This is an optimization exercise on Yosys and OpenROAD, whose aim is small area, not a production implementation. Only simulation tests tie the RTL to the original design; equivalence was not proved. Power is estimated from default activity; no workload was simulated.

==> flow/design.v <==
`default_nettype none
package ir_pkg;
  localparam int XLEN         = 32;
  localparam int FIFO_DEPTH   = 4;
  localparam int FIFO_PTR_W   = $clog2(FIFO_DEPTH);
  localparam int NUM_WR_PORTS = 3;
  typedef logic [31:0]         instr_t;
  typedef logic [XLEN-1:0]     reg_data_t;
  typedef logic [4:0]          reg_addr_t;
  typedef logic [FIFO_PTR_W-1:0] fifo_ptr_t;
  typedef logic [FIFO_PTR_W:0]   fifo_cnt_t;
  typedef logic [1:0]          lane_cnt_t;
  localparam logic [6:0] OPC_LUI      = 7'b0110111;
  localparam logic [6:0] OPC_AUIPC    = 7'b0010111;
  localparam logic [6:0] OPC_JAL      = 7'b1101111;
  localparam logic [6:0] OPC_JALR     = 7'b1100111;
  localparam logic [6:0] OPC_BRANCH   = 7'b1100011;
  localparam logic [6:0] OPC_LOAD     = 7'b0000011;
  localparam logic [6:0] OPC_STORE    = 7'b0100011;
  localparam logic [6:0] OPC_OP_IMM   = 7'b0010011;
  localparam logic [6:0] OPC_OP       = 7'b0110011;
  localparam logic [6:0] OPC_MISC_MEM = 7'b0001111;
  localparam logic [6:0] OPC_SYSTEM   = 7'b1110011;
  typedef struct packed {
    instr_t    instr;
    reg_addr_t rs1;
    reg_addr_t rs2;
    reg_addr_t rd;
    logic      uses_rs1;
    logic      uses_rs2;
    logic      illegal;
  } ir_dec_t;
  typedef enum logic [1:0] {
    OCC_EMPTY = 2'd0,
    OCC_ONE   = 2'd1,
    OCC_TWO   = 2'd2
  } occ_e;
endpackage
`default_nettype wire
`default_nettype none
module instr_fifo (
  input  wire logic           clk_i,
  input  wire ir_pkg::instr_t wr_data0_i,
  input  wire ir_pkg::instr_t wr_data1_i,
  input  wire logic [3:0]     sh0_i,
  input  wire logic [3:0]     sh1_i,
  input  wire logic [3:0]     sh2_i,
  input  wire logic [3:0]     in0_i,
  input  wire logic [3:0]     in1_i,
  output ir_pkg::instr_t      rd_data0_o,
  output ir_pkg::instr_t      rd_data1_o
);
  logic [3:0][31:0] e_q;
  logic [3:0][31:0] e_d;
  assign e_d[0] = ({32{sh0_i[0]}} & e_q[0]) | ({32{sh1_i[0]}} & e_q[1]) |
                  ({32{sh2_i[0]}} & e_q[2]) | ({32{in0_i[0]}} & wr_data0_i);
  assign e_d[1] = ({32{sh0_i[1]}} & e_q[1]) | ({32{sh1_i[1]}} & e_q[2]) |
                  ({32{sh2_i[1]}} & e_q[3]) | ({32{in0_i[1]}} & wr_data0_i) |
                  ({32{in1_i[1]}} & wr_data1_i);
  assign e_d[2] = ({32{sh0_i[2]}} & e_q[2]) | ({32{sh1_i[2] | sh2_i[2]}} & e_q[3]) |
                  ({32{in0_i[2]}} & wr_data0_i) | ({32{in1_i[2]}} & wr_data1_i);
  assign e_d[3] = ({32{sh0_i[3] | sh1_i[3] | sh2_i[3]}} & e_q[3]) |
                  ({32{in0_i[3]}} & wr_data0_i) | ({32{in1_i[3]}} & wr_data1_i);
  always_ff @(posedge clk_i) begin
    e_q <= e_d;
  end
  assign rd_data0_o = e_q[0];
  assign rd_data1_o = e_q[1];
endmodule
`default_nettype wire
`default_nettype none
module ir_decoder (
  input  wire ir_pkg::instr_t instr_i,
  output ir_pkg::ir_dec_t     dec_o
);
  logic use1;
  logic use2;
  logic ill;
  always_comb begin
    use1 = 1'b0;
    use2 = 1'b0;
    ill  = 1'b0;
    if (instr_i[1:0] != 2'b11) begin
      ill = 1'b1;
    end else begin
      unique case (instr_i[6:0])
        ir_pkg::OPC_OP, ir_pkg::OPC_BRANCH, ir_pkg::OPC_STORE: begin
          use1 = 1'b1;
          use2 = 1'b1;
        end
        ir_pkg::OPC_OP_IMM, ir_pkg::OPC_LOAD, ir_pkg::OPC_JALR, ir_pkg::OPC_SYSTEM: begin
          use1 = 1'b1;
        end
        ir_pkg::OPC_LUI, ir_pkg::OPC_AUIPC, ir_pkg::OPC_JAL: begin
          use1 = 1'b0;
        end
        default: ill = 1'b1;
      endcase
    end
  end
  assign dec_o.instr    = instr_i;
  assign dec_o.rs1      = use1 ? instr_i[19:15] : '0;
  assign dec_o.rs2      = use2 ? instr_i[24:20] : '0;
  assign dec_o.rd       = instr_i[11:7];
  assign dec_o.uses_rs1 = use1;
  assign dec_o.uses_rs2 = use2;
  assign dec_o.illegal  = ill;
endmodule
`default_nettype wire
`default_nettype none
module ir_ctrl (
  input  wire logic       clk_i,
  input  wire logic       rst_ni,
  input  wire logic [1:0] us_valid_i,
  input  wire logic       flush_i,
  input  wire logic       flush_s0_i,
  input  wire logic       hold_i,
  input  wire logic [1:0] ds_rdy_i,
  output logic [1:0]      ir_rdy_o,
  output logic [1:0]      valid_o,
  output logic            a_is0_o,
  output logic [3:0]      f_sh0_o,
  output logic [3:0]      f_sh1_o,
  output logic [3:0]      f_sh2_o,
  output logic [3:0]      f_in0_o,
  output logic [3:0]      f_in1_o,
  output logic            ld_a_o,
  output logic            ld_b0_o,
  output logic            ld_b1_o
);
  logic [3:0] fv_q;
  logic       va_q;
  logic       vb_q;
  logic       aold_q;
  logic       pop0, pop1, pop_a, pop_b, rem_a, rem_b;
  logic       s1_en, take0, take1;
  logic       push0, push1;
  logic [3:0] vt;      
  logic [3:0] in0_at;
  logic [3:0] in1_at;
  logic [3:0] fv_d;
  assign ir_rdy_o   = {~fv_q[2], ~fv_q[3]};
  assign valid_o    = {va_q & vb_q, va_q | vb_q};
  assign a_is0_o    = aold_q;
  assign pop0  = (va_q | vb_q) & ds_rdy_i[0];
  assign pop1  = va_q & vb_q & ds_rdy_i[0] & ds_rdy_i[1];
  assign pop_a = aold_q ? pop0 : pop1;
  assign pop_b = aold_q ? pop1 : pop0;
  assign rem_a = va_q & ~pop_a;
  assign rem_b = vb_q & ~pop_b;
  assign s1_en = ~hold_i & ~flush_i & ~flush_s0_i;
  assign take0 = s1_en & fv_q[0] & ~(rem_a & rem_b);
  assign take1 = s1_en & fv_q[1] & ~rem_a & ~rem_b;
  assign ld_a_o  = take0 & ~rem_a;
  assign ld_b0_o = take0 & rem_a;
  assign ld_b1_o = take1;
  assign push0 = us_valid_i[0] & ~fv_q[3];
  assign push1 = push0 & us_valid_i[1] & ~fv_q[2];
  always_comb begin
    if (take1)      vt = {2'b00, fv_q[3:2]};
    else if (take0) vt = {1'b0, fv_q[3:1]};
    else            vt = fv_q;
  end
  assign in0_at = ~vt & {vt[2:0], 1'b1};
  assign in1_at = {in0_at[2:0], 1'b0};
  assign f_in0_o = in0_at;
  assign f_in1_o = in1_at;
  assign f_sh0_o = ~in0_at & ~in1_at & {4{~take0}};
  assign f_sh1_o = ~in0_at & ~in1_at & {4{take0 & ~take1}};
  assign f_sh2_o = ~in0_at & ~in1_at & {4{take1}};
  assign fv_d = vt | ({4{push0}} & in0_at) | ({4{push1}} & in1_at);
  always_ff @(posedge clk_i or negedge rst_ni) begin
    if (!rst_ni) begin
      fv_q   <= '0;
      va_q   <= 1'b0;
      vb_q   <= 1'b0;
      aold_q <= 1'b1;
    end else begin
      fv_q   <= (flush_i | flush_s0_i) ? 4'b0000 : fv_d;
      va_q   <= ~flush_i & (rem_a | ld_a_o);
      vb_q   <= ~flush_i & (rem_b | ld_b0_o | ld_b1_o);
      aold_q <= ~rem_b | (rem_a & aold_q);
    end
  end
endmodule
`default_nettype wire
`default_nettype none
module ir_slot (
  input  wire logic                                         clk_i,
  input  wire logic                                         ld0_i,
  input  wire logic                                         ld1_i,
  input  wire ir_pkg::ir_dec_t                              dec0_i,
  input  wire ir_pkg::ir_dec_t                              dec1_i,
  input  wire ir_pkg::reg_data_t                            rdata_p0a_i,
  input  wire ir_pkg::reg_data_t                            rdata_p0b_i,
  input  wire ir_pkg::reg_data_t                            rdata_p1a_i,
  input  wire ir_pkg::reg_data_t                            rdata_p1b_i,
  input  wire logic [ir_pkg::NUM_WR_PORTS-1:0]              wsel_ok_i,
  input  wire ir_pkg::reg_addr_t [ir_pkg::NUM_WR_PORTS-1:0] rf_waddr_i,
  input  wire ir_pkg::reg_data_t [ir_pkg::NUM_WR_PORTS-1:0] rf_wdata_i,
  output ir_pkg::ir_dec_t                                   dec_o,
  output ir_pkg::reg_data_t                                 op1_o,
  output ir_pkg::reg_data_t                                 op2_o
);
  ir_pkg::instr_t    instr_q;
  ir_pkg::instr_t    instr_d;
  ir_pkg::reg_data_t op1_q;
  ir_pkg::reg_data_t op2_q;
  ir_pkg::reg_data_t op1_d;
  ir_pkg::reg_data_t op2_d;
  ir_pkg::reg_addr_t rs1_sel;
  ir_pkg::reg_addr_t rs2_sel;
  logic              keep;
  assign keep = ~ld0_i & ~ld1_i;
  ir_decoder u_dec (
    .instr_i (instr_q),
    .dec_o   (dec_o)
  );
  assign instr_d = ({32{ld0_i}} & dec0_i.instr) | ({32{ld1_i}} & dec1_i.instr) |
                   ({32{keep}} & instr_q);
  assign rs1_sel = ({5{ld0_i}} & dec0_i.rs1) | ({5{ld1_i}} & dec1_i.rs1) | ({5{keep}} & dec_o.rs1);
  assign rs2_sel = ({5{ld0_i}} & dec0_i.rs2) | ({5{ld1_i}} & dec1_i.rs2) | ({5{keep}} & dec_o.rs2);
  function automatic logic [ir_pkg::XLEN-1:0] next_op(
    input ir_pkg::reg_addr_t addr,
    input ir_pkg::reg_data_t rd0,
    input ir_pkg::reg_data_t rd1,
    input ir_pkg::reg_data_t cur
  );
    logic [2:0] m;
    logic [2:0] s;
    logic       nw;
    for (int i = 0; i < ir_pkg::NUM_WR_PORTS; i++) begin
      m[i] = wsel_ok_i[i] & (rf_waddr_i[i] == addr);
    end
    s[2] = m[2];
    s[1] = m[1] & ~m[2];
    s[0] = m[0] & ~m[1] & ~m[2];
    nw   = ~(|m);
    next_op = ({32{s[2]}} & rf_wdata_i[2]) | ({32{s[1]}} & rf_wdata_i[1]) |
              ({32{s[0]}} & rf_wdata_i[0]) | ({32{nw & ld0_i}} & rd0) |
              ({32{nw & ld1_i}} & rd1) | ({32{nw & keep}} & cur);
  endfunction
  always_comb begin
    op1_d = next_op(rs1_sel, rdata_p0a_i, rdata_p1a_i, op1_q);
    op2_d = next_op(rs2_sel, rdata_p0b_i, rdata_p1b_i, op2_q);
  end
  always_ff @(posedge clk_i) begin
    instr_q <= instr_d;
    op1_q   <= op1_d;
    op2_q   <= op2_d;
  end
  assign op1_o = op1_q;
  assign op2_o = op2_q;
endmodule
`default_nettype wire
`default_nettype none
module ir_stage (
  input  wire logic                         clk_i,
  input  wire logic                         rst_ni,
  input  wire logic [1:0]                   us_valid_i,
  input  wire ir_pkg::instr_t                       us_instr0_i,
  input  wire ir_pkg::instr_t                       us_instr1_i,
  output logic [1:0]                        ir_rdy_o,
  output ir_pkg::reg_addr_t                         rf_raddr_p0a_o,
  output ir_pkg::reg_addr_t                         rf_raddr_p0b_o,
  output ir_pkg::reg_addr_t                         rf_raddr_p1a_o,
  output ir_pkg::reg_addr_t                         rf_raddr_p1b_o,
  input  wire ir_pkg::reg_data_t                    rf_rdata_p0a_i,
  input  wire ir_pkg::reg_data_t                    rf_rdata_p0b_i,
  input  wire ir_pkg::reg_data_t                    rf_rdata_p1a_i,
  input  wire ir_pkg::reg_data_t                    rf_rdata_p1b_i,
  input  wire logic [ir_pkg::NUM_WR_PORTS-1:0]      rf_we_i,
  input  wire ir_pkg::reg_addr_t [ir_pkg::NUM_WR_PORTS-1:0] rf_waddr_i,
  input  wire ir_pkg::reg_data_t [ir_pkg::NUM_WR_PORTS-1:0] rf_wdata_i,
  input  wire logic                         ir_flush_i,
  input  wire logic                         ir_flush_s0_i,
  input  wire logic                         ir_hold_i,
  input  wire logic [1:0]                   ds_rdy_i,
  output logic [1:0]                        ir_valid_o,
  output logic                              ira_is0_o,
  output ir_pkg::ir_dec_t                           ira_dec_o,
  output ir_pkg::ir_dec_t                           irb_dec_o,
  output ir_pkg::reg_data_t                         ira_op1_o,
  output ir_pkg::reg_data_t                         ira_op2_o,
  output ir_pkg::reg_data_t                         irb_op1_o,
  output ir_pkg::reg_data_t                         irb_op2_o
);
  ir_pkg::ir_dec_t dec0;
  ir_pkg::ir_dec_t dec1;
  ir_pkg::instr_t  s0_data0;
  ir_pkg::instr_t  s0_data1;
  logic [3:0]      f_sh0, f_sh1, f_sh2, f_in0, f_in1;
  logic            ld_a, ld_b0, ld_b1;
  logic [ir_pkg::NUM_WR_PORTS-1:0] wsel_ok;
  ir_ctrl u_ctrl (
    .clk_i      (clk_i),
    .rst_ni     (rst_ni),
    .us_valid_i (us_valid_i),
    .flush_i    (ir_flush_i),
    .flush_s0_i (ir_flush_s0_i),
    .hold_i     (ir_hold_i),
    .ds_rdy_i   (ds_rdy_i),
    .ir_rdy_o   (ir_rdy_o),
    .valid_o    (ir_valid_o),
    .a_is0_o    (ira_is0_o),
    .f_sh0_o    (f_sh0),
    .f_sh1_o    (f_sh1),
    .f_sh2_o    (f_sh2),
    .f_in0_o    (f_in0),
    .f_in1_o    (f_in1),
    .ld_a_o     (ld_a),
    .ld_b0_o    (ld_b0),
    .ld_b1_o    (ld_b1)
  );
  instr_fifo u_fifo (
    .clk_i      (clk_i),
    .wr_data0_i (us_instr0_i),
    .wr_data1_i (us_instr1_i),
    .sh0_i      (f_sh0),
    .sh1_i      (f_sh1),
    .sh2_i      (f_sh2),
    .in0_i      (f_in0),
    .in1_i      (f_in1),
    .rd_data0_o (s0_data0),
    .rd_data1_o (s0_data1)
  );
  ir_decoder u_dec0 (
    .instr_i (s0_data0),
    .dec_o   (dec0)
  );
  ir_decoder u_dec1 (
    .instr_i (s0_data1),
    .dec_o   (dec1)
  );
  assign rf_raddr_p0a_o = dec0.rs1;
  assign rf_raddr_p0b_o = dec0.rs2;
  assign rf_raddr_p1a_o = dec1.rs1;
  assign rf_raddr_p1b_o = dec1.rs2;
  for (genvar k = 0; k < ir_pkg::NUM_WR_PORTS; k++) begin : g_wok
    assign wsel_ok[k] = rf_we_i[k] & (|rf_waddr_i[k]);
  end
  ir_slot u_slot_a (
    .clk_i       (clk_i),
    .ld0_i       (ld_a),
    .ld1_i       (1'b0),
    .dec0_i      (dec0),
    .dec1_i      (dec1),
    .rdata_p0a_i (rf_rdata_p0a_i),
    .rdata_p0b_i (rf_rdata_p0b_i),
    .rdata_p1a_i (rf_rdata_p1a_i),
    .rdata_p1b_i (rf_rdata_p1b_i),
    .wsel_ok_i   (wsel_ok),
    .rf_waddr_i  (rf_waddr_i),
    .rf_wdata_i  (rf_wdata_i),
    .dec_o       (ira_dec_o),
    .op1_o       (ira_op1_o),
    .op2_o       (ira_op2_o)
  );
  ir_slot u_slot_b (
    .clk_i       (clk_i),
    .ld0_i       (ld_b0),
    .ld1_i       (ld_b1),
    .dec0_i      (dec0),
    .dec1_i      (dec1),
    .rdata_p0a_i (rf_rdata_p0a_i),
    .rdata_p0b_i (rf_rdata_p0b_i),
    .rdata_p1a_i (rf_rdata_p1a_i),
    .rdata_p1b_i (rf_rdata_p1b_i),
    .wsel_ok_i   (wsel_ok),
    .rf_waddr_i  (rf_waddr_i),
    .rf_wdata_i  (rf_wdata_i),
    .dec_o       (irb_dec_o),
    .op1_o       (irb_op1_o),
    .op2_o       (irb_op2_o)
  );
endmodule
`default_nettype wire
==> flow/run.sh <==
#!/bin/bash
# synth_recipe.tcl (not shown) runs the flow's synth.tcl, then flattens the netlist and writes it again
# the make line also repeats each setting of config.mk as NAME=value (left out here)
make -C /OpenROAD-flow-scripts/flow DESIGN_CONFIG=/design/flow/config.mk WORK_HOME=/design/flow/orfs CLKGATE_MAP_FILE= SYNTH_SCRIPT=/design/flow/synth_recipe.tcl finish
==> flow/config.mk <==
export PLATFORM = sky130hd
export DESIGN_NAME = ir_stage
export DESIGN_NICKNAME = ir_stage
export VERILOG_FILES = /design/flow/design.v
export SDC_FILE = /design/flow/constraint.sdc
export NUM_CORES = 4
export LEC_CHECK = 0
export CAP_MARGIN = 20
export CORE_MARGIN = 2
export CORE_UTILIZATION = 40
export SLEW_MARGIN = 20
==> flow/constraint.sdc <==
create_clock -name core_clock -period 6.0 [get_ports {clk_i}]
set_input_delay 1.2000 -clock core_clock [delete_from_list [all_inputs] [get_ports {clk_i}]]
set_output_delay 1.2000 -clock core_clock [all_outputs]
set_load 0.01 [all_outputs]
==> impl_metrics.csv <==
group,metric,value,unit
synthesis,top_area_cells_in_the_synthesized_netlist,"dfxtp_1, a222oi_1, nand2_1",
synthesis,dominantRegCellSynth,"dfxtp_1",
clock_network,h_tree_lvls,2,
floorplan,count_of_pins_on_the_block_boundary,568,
clock_network,clk-insertion-delay-late,0.57,ns
synthesis,yosys_warnings,4,
worst_setup_path,reg2regPathDepth,11,
floorplan,die-width,215,um
synthesis,synthArstFlopShare,2.14,%
layout,fin_cells,3213,
clock_network,tritoncts,"built",
synthesis,synth.ff_latch_count,327,
placed_design,dpl.hpwl,63.3,mm
global_routing,first_global_vias,18975,
worst_setup_path,critPathBufInv,2,
worst_setup_path,worstSetupEndpoint,"u_slot_b.op1_q[19]$_DFF_P_",
worst_setup_path,cp_top_family,"compound AO/OA/AOI/OAI gates",
worst_setup_path,critical_path.reg2reg.startpoint,"u_ctrl.va_q$_DFF_PN0_",
routing,route.top_layer_used,"met5",
floorplan,fp.dieH,215,um
sta,max_clock_freq,205,MHz
routing,wirelength,90.5,mm
synthesis,synth-edff-count,32,
routing,first_pass_iters,13,
worst_setup_path,worst_ep_required_time,6.40,ns
job,drv.max_cap_violation_count,0,
layout,growth_of_design_area_from_synthesis_to_finish,41.0,%
sta,setup_viol_count_final,0,
sta,timing_worst_slew_pin_value,1.05,ns
sta,max-slew-margin-rel,30.0,%
synthesis,syn_inst,2152,
min_path,worst_min_path_class,"flip-flop to flip-flop",
synthesis,synth_area_leader_cell,"dfxtp_1",
clock_network,cts_hold_repair.buffers,0,
worst_setup_path,cp_slowest_stage_delay,0.67,ns
routing,detail_route.iter0.violations,3719,
placed_design,pre_cts_ws,0.603,ns
clock_network,clock_tree.buffer_depth,3,
placed_design,placed_cells,3130,
synthesis,average_instance_area_after_synthesis,8.31,um^2
routing,drc,0,
sta,timing.clock.skew,0.0217,ns
worst_setup_path,register_to_register_setup_slack,1.88,ns
global_routing,grt_start_max_net_pins,71,
global_routing,grt.overflow.total,0,
sta,setup_slack,1.12,ns
clock_network,cts.sink_count,327,
placed_design,place.gp.congestion,0.943,
sta,finalMaxSlewViolations,0,
global_routing,grt_antenna_before_repair,19,
layout,finalInstanceArea,25200,um^2
power,power_leakage,10.0,nW
floorplan,die-area,46400,um^2
worst_setup_path,cpMaxStageDelayCell,"or4b_4",
floorplan,placement_rows,77,
synthesis,yosysUniqueCellTypes,77,
worst_setup_path,startpoint,"ir_flush_s0_i",
sta,unrepaired_setup_endpoints_after_global_routing,"false",
worst_setup_path,timing_worst_setup_path_type,"input pin to flip-flop",
floorplan,start_util,40.4,%
synthesis,synth_top_cell_area_share,32.2,%
clock_network,clkTransAtPathRegs,0.06,ns
layout,drive_gt1_share,6.06,%
worst_setup_path,regToRegEndpoint,"u_fifo.e_q[76]$_DFF_P_",
routing,met2_length,40.8,mm
synthesis,share_of_synthesized_area_occupied_by_flip_flops_and_latches,38.6,%
worst_setup_path,cp-end-kind,"flip-flop",
clock_network,post_cts_resized,0,
worst_setup_path,worst-endpoint-arrival,5.28,ns
global_routing,grt_pass1_wl,131,mm
placed_design,placed_instance_area,23900,um^2
power,power.ir.vdd_worst,0.000273,V
clock_network,clockRootBuffer,"clkbuf_16",
routing,routedWlPerCell,28.2,um
worst_setup_path,worstPathCellList,"clkdlybuf4s50_1 -> or4b_4 -> a21o_1 -> a21oi_2 -> o21ai_0 -> xnor2_1 -> nand4_1 -> or3_2 -> buf_4 -> nor2_1 -> a31oi_1",
routing,antenna_violating_nets_post_route,0,
synthesis,synth_fp_nets,2467,
worst_setup_path,path_max_fanout,64,
power,p_per_area,312,nW/um^2
routing,dr_total_vias,20518,
sta,hold_violations,0,
worst_setup_path,worstSetupStartpointType,"input pin",
routing,routed-wl-met3,9.40,mm
sta,fin_crit_sh,81.3,%
placed_design,portBuffers,567,
routing,met1_length,36.6,mm
clock_network,post_cts_buffers,0,
synthesis,synth.cell_area,17900,um^2
routing,detail_route.vias_per_cell,6.39,
sta,setup_tns,0,ns
sta,min_period,4.88,ns
floorplan,core_area,44200,um^2
worst_setup_path,timing.critical_path.depth,11,
layout,nNetsFinal,2893,
clock_network,cts-buffers-inserted,38,
outcome,status,"complete, no violations",
global_routing,grt_util_all_layers,37.0,%
==> routing by layer <==
layer | track usage [%] | up-vias
met5 | 0 | -
met4 | 15.0 | 8
met2 | 58.0 | 1409
li1 | - | 8995
met3 | 6.78 | 183
met1 | 50.3 | 9923
==> report_power, final <==
part	internal (W)	switching [W]	leakage (nW)
Clock	0.00149	0.000994	0.629
Sequential	0.00271	0.000411	2.80
Combinational	0.00128	0.000974	6.58
Total	0.00548	0.00238	10.0
==> kinds of logic after synthesis <==
| family | synth area share, % |
|---|---|
| simple gates | 17.5 |
| compound gates | 28.8 |
| buf+inv | 8.86 |
| flops | 38.6 |
| mux | 3.76 |
| xor+xnor | 2.40 |
==> placed cells by master (no fill, tap or decap), types with 15 or more instances in the layout <==
cell	synthesis	routed
a211o_1	40	40
a21oi_1	48	47
a221o_1	32	32
a222oi_1	191	191
a31oi_1	99	99
and2_1	20	19
and3_1	31	31
buf_4	38	57
clkbuf_16	0	38
clkdlybuf4s50_1	0	567
dfxtp_1	288	288
diode_2	0	15
edfxtp_1	32	32
inv_1	132	132
mux2i_1	65	65
nand2_1	360	359
nand3_1	54	52
nand4_1	15	15
nor2_1	175	172
o211ai_1	34	34
o221ai_1	26	25
o22ai_1	39	39
o311a_1	32	32
xnor2_1	32	32
xor2_1	17	17
==> Yosys cell counts (20+ instances only) <==
cell type / n
buf_4: 38
buf_2: 22
a211o_1: 40
and2_1: 20
a31oi_1: 99
o311a_1: 32
o211ai_1: 34
edfxtp_1: 32
inv_1: 132
a21oi_1: 48
dfxtp_1: 288
nand2_1: 360
o22ai_1: 39
clkbuf_1: 168
and3_1: 31
o221ai_1: 26
nor2_1: 175
a221o_1: 32
a222oi_1: 191
mux2i_1: 65
xnor2_1: 32
nand3_1: 54
==> how the worst min path moves through the flow <==
| stage | cells past startpoint | from | end | slack (ns) |
|---|---|---|---|---|
| after floorplan | 0 | u_fifo.e_q[2]$_DFF_P_ | flip-flop | 0.41 |
| after global placement | 0 | u_fifo.e_q[11]$_DFF_P_ | flip-flop | 0.44 |
| after detailed placement | 0 | u_fifo.e_q[11]$_DFF_P_ | flip-flop | 0.45 |
| after CTS | 2 | u_fifo.e_q[122]$_DFF_P_ | u_fifo.e_q[90]$_DFF_P_ | 0.46 |
| after global routing | 2 | u_fifo.e_q[100]$_DFF_P_ | u_fifo.e_q[68]$_DFF_P_ | 0.47 |
| final | 2 | u_fifo.e_q[119]$_DFF_P_ | u_fifo.e_q[87]$_DFF_P_ | 0.46 |
==> worst min-delay path, cell delays in order, from the launching register on <==
cell	delay, ns
dfxtp_1	0.32
nand2_1	0.06
nand2_1	0.04
==> metrics by stage <==
stage                     hold slack [ns]  power [W]  util (%)
final                               0.463    0.00785      57.0
after global routing                0.470    0.00813      57.0
after CTS                           0.458    0.00784      56.9
after detailed placement            0.449    0.00537      54.0
after global placement              0.441    0.00533      54.0
after floorplan                     0.406    0.00405         -
==> flip-flops by register name, summed over array words and instances (netlist names), named ones only <==
register          count
u_slot_b.op1_q       32
u_ctrl.vb_q           1
u_slot_b.instr_q     32
u_ctrl.va_q           1
u_ctrl.aold_q         1
u_ctrl.fv_q           4
u_slot_a.op2_q       32
u_slot_b.op2_q       32
u_slot_a.op1_q       32
u_fifo.e_q          128
==> layout make-up <==
class	count	area, um^2
clock buffers	47	995
diodes	15	37.5
clock inverters	21	303
flip-flops and latches	327	6900
well taps	592	741
multi-input cells	1450	9560
fillers	3947	19000
repair buffers	628	6170
inverters	133	504

[re-timing with driven ports]
The flow's constraints put no driver on any port. The routed layout listed below was extracted and timed again, unchanged, in two steps. Step 1 (the two cells are an assumption about what drives the block):
set clk [get_ports {clk_i}]
set_driving_cell -lib_cell sky130_fd_sc_hd__clkbuf_16 $clk
set_driving_cell -lib_cell sky130_fd_sc_hd__buf_2 [delete_from_list [all_inputs] $clk]
Step 2, shift: input delay + t, output delay - t, t = (earliest + latest rising clock arrival at the registers) / 2. This alone moves slack from input paths to output paths. Slacks: no drivers / after step 1 / after step 2; pairs: no drivers / after step 1.
shift t [ns]: 0.611
setup slack, ns: 1.121 / 1.120 / 0.509
worst register clock-pin slew, ns: 0.06 / 0.06
worst slew at a driven data input, ns: 0.19
After both steps setup and hold are still met in this run. The setup slack of this run moves by -0.001 ns with the drivers and by -0.612 ns with both steps.
